Context: an optimization exercise on an open-source flow, tuned for small area and a short achievable clock period. The choices shown serve that exercise and are no tape-out recipe.
The RTL was checked by simulation tests, not by an equivalence proof against the original design.
Power figures rest on the tool's default switching activity, not on a simulated workload.

## flow/run.sh

```bash
#!/bin/bash
# synth_recipe.tcl (not shown) runs the flow's synth.tcl, then flattens the netlist and writes it again
# the make line also repeats each setting of config.mk as NAME=value (left out here)
make -C /OpenROAD-flow-scripts/flow DESIGN_CONFIG=/design/flow/config.mk WORK_HOME=/design/flow/orfs CLKGATE_MAP_FILE= SYNTH_SCRIPT=/design/flow/synth_recipe.tcl finish
```

## flow/config.mk

```make
export PLATFORM = sky130hd
export DESIGN_NAME = memory_access
export DESIGN_NICKNAME = memory_access
export VERILOG_FILES = /design/flow/design.v
export SDC_FILE = /design/flow/constraint.sdc
export NUM_CORES = 4
export LEC_CHECK = 0
export CAP_MARGIN = 20
export CORE_MARGIN = 2
export CORE_UTILIZATION = 50
export PLACE_DENSITY = 0.6
export SLEW_MARGIN = 20
```

## flow/constraint.sdc

```tcl
create_clock -name core_clock -period 5.0 [get_ports {i_clk}]
set_input_delay 1.0000 -clock core_clock [delete_from_list [all_inputs] [get_ports {i_clk}]]
set_output_delay 1.0000 -clock core_clock [all_outputs]
set_load 0.01 [all_outputs]
```

## flow/design.v

```verilog
module memory_access #(
   parameter int DATA_WIDTH     = 32,
   parameter int MEM_ADDR_WIDTH = 8
) (
   input  logic                      i_clk,
   input  logic                      i_reset,
   input  logic                      i_halt,
   input  logic                      i_WB_write,
   input  logic                      i_WB_mem_to_reg,
   input  logic                      i_MEM_read,
   input  logic                      i_MEM_write,
   input  logic                      i_MEM_unsigned,
   input  logic [1:0]                i_MEM_byte_half_word,
   input  logic [4:0]                i_write_reg,
   input  logic [DATA_WIDTH-1:0]     i_data_to_write_in_MEM,
   input  logic [DATA_WIDTH-1:0]     i_ALU_result,
   output logic                      o_WB_write,
   output logic                      o_WB_mem_to_reg,
   output logic [4:0]                o_write_reg,
   output logic [DATA_WIDTH-1:0]     o_mem_data,
   output logic [DATA_WIDTH-1:0]     o_ALU_result
);
   localparam int LANES = DATA_WIDTH / 8;
   localparam int WORDS = 2 ** (MEM_ADDR_WIDTH - 2);
   logic [DATA_WIDTH-1:0]     mem [0:WORDS-1];
   logic [MEM_ADDR_WIDTH-1:0] addr;
   logic [MEM_ADDR_WIDTH-3:0] word_idx;
   logic [DATA_WIDTH-1:0]     rd_word;
   logic [7:0]                rd_byte;
   logic [15:0]               rd_half;
   logic [DATA_WIDTH-1:0]     load_data;
   logic [DATA_WIDTH-1:0]     wr_data;
   logic [LANES-1:0]          byte_en;
   logic                      sext;
   always_comb begin
      addr      = i_ALU_result[MEM_ADDR_WIDTH-1:0];
      word_idx  = addr[MEM_ADDR_WIDTH-1:2];
      rd_word   = mem[word_idx];
      rd_byte   = rd_word[{addr[1:0], 3'b000} +: 8];
      rd_half   = addr[1] ? rd_word[16 +: 16] : rd_word[0 +: 16];
      sext      = ~i_MEM_unsigned;
      load_data = i_MEM_byte_half_word == 2'b00 ? {{(DATA_WIDTH-8){sext & rd_byte[7]}}, rd_byte} :
                  i_MEM_byte_half_word == 2'b01 ? {{(DATA_WIDTH-16){sext & rd_half[15]}}, rd_half} :
                  rd_word;
      wr_data   = i_MEM_byte_half_word == 2'b00 ? {LANES{i_data_to_write_in_MEM[7:0]}} :
                  i_MEM_byte_half_word == 2'b01 ? {(LANES/2){i_data_to_write_in_MEM[15:0]}} :
                  i_data_to_write_in_MEM;
      byte_en   = i_MEM_byte_half_word == 2'b00 ? LANES'(1) << addr[1:0] :
                  i_MEM_byte_half_word == 2'b01 ? (addr[1] ? 4'b1100 : 4'b0011) :
                  {LANES{1'b1}};
   end
   always_ff @(posedge i_clk)
      if (!i_reset && !i_halt && i_MEM_write)
         for (int k = 0; k < LANES; k++)
            if (byte_en[k]) mem[word_idx][8*k +: 8] <= wr_data[8*k +: 8];
   always_ff @(posedge i_clk)
      if (i_reset) begin
         o_WB_write      <= 1'b0;
         o_WB_mem_to_reg <= 1'b0;
         o_write_reg     <= '0;
         o_mem_data      <= '0;
         o_ALU_result    <= '0;
      end else if (!i_halt) begin
         o_WB_write      <= i_WB_write;
         o_WB_mem_to_reg <= i_WB_mem_to_reg;
         o_write_reg     <= i_write_reg;
         o_mem_data      <= i_MEM_read ? load_data : '0;
         o_ALU_result    <= i_ALU_result;
      end
endmodule
```

==> qor.csv <==
stage,metric,value,unit
outcome,status,"complete, no violations",
final_layout,reg.largest.list,"mem: 2048 flops, o_ALU_result: 32 flops, o_mem_data: 32 flops",
synth,synth_area_leaders,"edfxtp_1 74%, mux2i_1 3.7%, mux4_2 2.9%, a22oi_1 2.4%, mux2_2 1.7%",
synth,ys_types,84,
clocking,clock_latency,0.89,ns
die,die-area,0.169,mm²
critical_path,crit_path_max_fanout,49,
global_routing,grt_pass1_vias,48398,
synth,synthMuxAreaShare,8.50,%
routing,ant_nets,0,
final_layout,syn2layout_area_growth,15.8,%
final_layout,largest-register,mem,
flow_run,maxCapViolCount,0,
routing,vias,51268,
synth,ys.flop_type,edfxtp_1,
timing,setup_violations,0,
synth,syn_area,0.0830,mm²
final_layout,layout.core_utilization,58.3,%
synth,syn_inst,4797,
routing,remaining_drc_errors,0,
clocking,cts.repair.resized,0,
synth,synth_top_area_share,74.1,%
final_layout,fin_nets,5344,
die,start_util,50.3,%
routing,wl_met3,36800,µm
critical_path,critPathKind,in2reg,
timing,slew_violations,0,
routing,routed_wirelength,291000,µm
routing,m1WireLength,109000,µm
critical_path,crit_required,5.74,ns
timing,tightest_slew,1.24,ns
die,rows,149,
routing,firstDrtPassIters,7,
synth,ys_seq_area_share,75.8,%
timing,finalCriticalPeriod,4.14,ns
critical_path,r2r_slack,1.75,ns
timing,rsz0062_at_grt,no,
clocking,root_buffer,clkbuf_16,
worst_hold_path,worstHoldPathType,reg2reg,
routing,routed.top_layer,met5,
clocking,cts_tree,yes,
power_and_ir_drop,finalPower,37.6,mW
final_layout,largest_register_ffs,2048,
power_and_ir_drop,powerDensity,391,mW/mm²
synth,yosys_warnings,1,
clocking,ctsHoldBuffers,0,
clocking,htreeDepth,4,
power_and_ir_drop,vdd_ir_drop_max,369,µV
clocking,clk_pin_slew,0.06,ns
timing,finalCritPeriodShare,82.8,%
clocking,cts_setup_buffers,0,
clocking,cts_buffer_depth,3,
routing,first_iter_violations,8397,
timing,setup_tns,0,ns
die,io_pins,150,
synth,synth_xor_area_share,0,%
die,core_area,0.165,mm²
routing,viasPerCell,6.71,
clocking,cts_buffers,208,
power_and_ir_drop,p_leak,31.1,nW
synth,synth_edf_count,2048,
global_routing,grt_start_max_net_pins,70,
timing,relSlewSlack,16.9,%
critical_path,endpoint_kind,register,
synth,synth_compound_area_share,8.97,%
clocking,clock_sinks,2119,
timing,fin_hold_ws,0.496,ns
synth,yosys.area_share.simple,4.33,%
critical_path,startpoint_type,input port,
global_routing,grt.overflow.total,0,
final_layout,fin_cells,7636,
global_routing,antenna_found_initial,18,
global_routing,grt_use_total,34.1,%
place,dp_cells,7242,
timing,finalHoldViolations,0,
synth,synth_nets,4876,
routing,wl_met2,127000,µm
place,dp_hpwl,190000,µm
die,fp.dieH,411,µm
place,io_buffers,149,
timing,max_freq,241,MHz
synth,synthArstFlopShare,0,%
synth,synth_top_family_by_area,compound AO/OA/AOI/OAI gates,
global_routing,grt_pass1_wl,396000,µm
die,dieWidth,411,µm
synth,synth.ff_latch_count,2119,
synth,postSynthAreaPerCell,17.3,µm²
final_layout,final_layout_size_suffix_gt1_share,19.2,%
synth,synth.largest_area_cell,edfxtp_1,
critical_path,arrival,4.88,ns
place,gp_congestion,0.982,
timing,finClkSkew,0.0472,ns
synth,synth-adder-area-share,0,%
routing,wl_per_cell,38.1,µm
[placed cells by master (no fill, tap or decap), types with 64 or more instances in the layout]
cell type           n
mux2_2            128
a221oi_1          117
dfxtp_1            71
nand2_1           178
mux4_2            108
a22oi_1           270
buf_4             406
o21ai_0            77
clkbuf_16         209
nor2_1            357
mux2i_1           306
o22ai_1            76
edfxtp_1         2048
a21oi_1           120
clkinv_1           64
clkdlybuf4s50_1   135
[cells by family after synthesis]
group / Yosys count
buf+inv: 352
flops: 2119
mux: 552
simple gates: 762
compound gates: 1012
[cell type report]
cell class | count | area [µm²]
fill | 12620 | 68700
inverter | 10 | 43.8
sequential | 2119 | 62900
multi-input combinational | 2326 | 18300
clock buffer | 254 | 5400
tap | 2189 | 2740
timing repair buffer | 600 | 5410
clock inverter | 126 | 1190
antenna | 12 | 30.0
[cells in the mapped netlist (16+ instances only)]
library cell / count
edfxtp_1: 2048
nor2_1: 365
mux2i_1: 306
a22oi_1: 270
nand2_1: 179
mux2_2: 128
a21oi_1: 120
buf_2: 118
a221oi_1: 117
mux4_2: 108
clkbuf_1: 103
o21ai_0: 85
o22ai_1: 76
dfxtp_1: 71
a22o_1: 58
buf_4: 51
a221o_1: 48
a31oi_1: 45
buf_6: 36
buf_1: 32
a211oi_1: 31
nand3_1: 31
nand4_1: 25
o2bb2ai_1: 24
nor3_1: 17
nand2b_1: 16
[where the power goes]
part / leakage (nW) / internal [mW] / switching, mW / total [mW]
logic: 9.09 / 0.786 / 1.81 / 2.60
registers: 18.8 / 19.6 / 0.0503 / 19.7
clock network: 3.19 / 8.43 / 6.85 / 15.3
[routing by layer]
metal / vias to the layer above / track usage, %
met5: - / 0.933
met2: 3701 / 49.0
li1: 20454 / -
met3: 743 / 10.0
met4: 22 / 18.8
met1: 26348 / 46.7
[worst max-delay path: stages]
cell,delay [ns]
buf_8,0.28
buf_12,0.34
or2_2,0.55
o22ai_1,0.13
a211oi_1,0.59
o22ai_1,0.33
nor4b_2,0.68
o21ai_1,0.24
nand4b_1,0.41
o211ai_1,0.18
[through the flow]
| stage | area (µm²) | setup WS, ns |
|---|---|---|
| floorplan | 83000 | 0.108 |
| global placement | 89400 | 0.266 |
| detailed placement | 89400 | 0.212 |
| CTS | 96000 | 1.09 |
| global route | 96100 | 0.903 |
| finish | 96100 | 0.858 |
[worst paths after layout]
path	start	end	cells past startpoint
worst max register to register	mem[37][31]$_DFFE_PP_	o_mem_data[13]$_SDFFE_PP0N_	7
worst min register to register	o_write_reg[2]$_SDFFE_PP0N_	o_write_reg[2]$_SDFFE_PP0N_	2
worst min-delay path	o_write_reg[2]$_SDFFE_PP0N_	o_write_reg[2]$_SDFFE_PP0N_	2
worst max-delay path	i_ALU_result[3]	o_mem_data[13]$_SDFFE_PP0N_	10

re-timing with driven ports:
The flow's constraints put no driver on any port. The routed layout listed below was extracted and timed again, unchanged, in two steps.
Step 1 assumes that a clkbuf_16 drives the clock port and a buf_2 every other input.
Step 2 adds t to the input delays and takes it off the output delays; t is the mean of the earliest and latest rising clock arrival at the registers after step 1. Input paths then give back, and output paths get back, about the clock's delay inside the block.
a / b / c = no drivers / after step 1 / after step 2; a / b = the first two.
t (ns): 0.966
slack for setup (ns): 0.858 / 0.894 / -0.073
worst setup path after step 2: input to register
worst register clock-pin slew, ns: 0.07 / 0.07
With both steps, setup timing fails in this run, where it was met with ideal ports. The setup slack of this run moves by +0.036 ns with the drivers and by -0.931 ns with both steps.
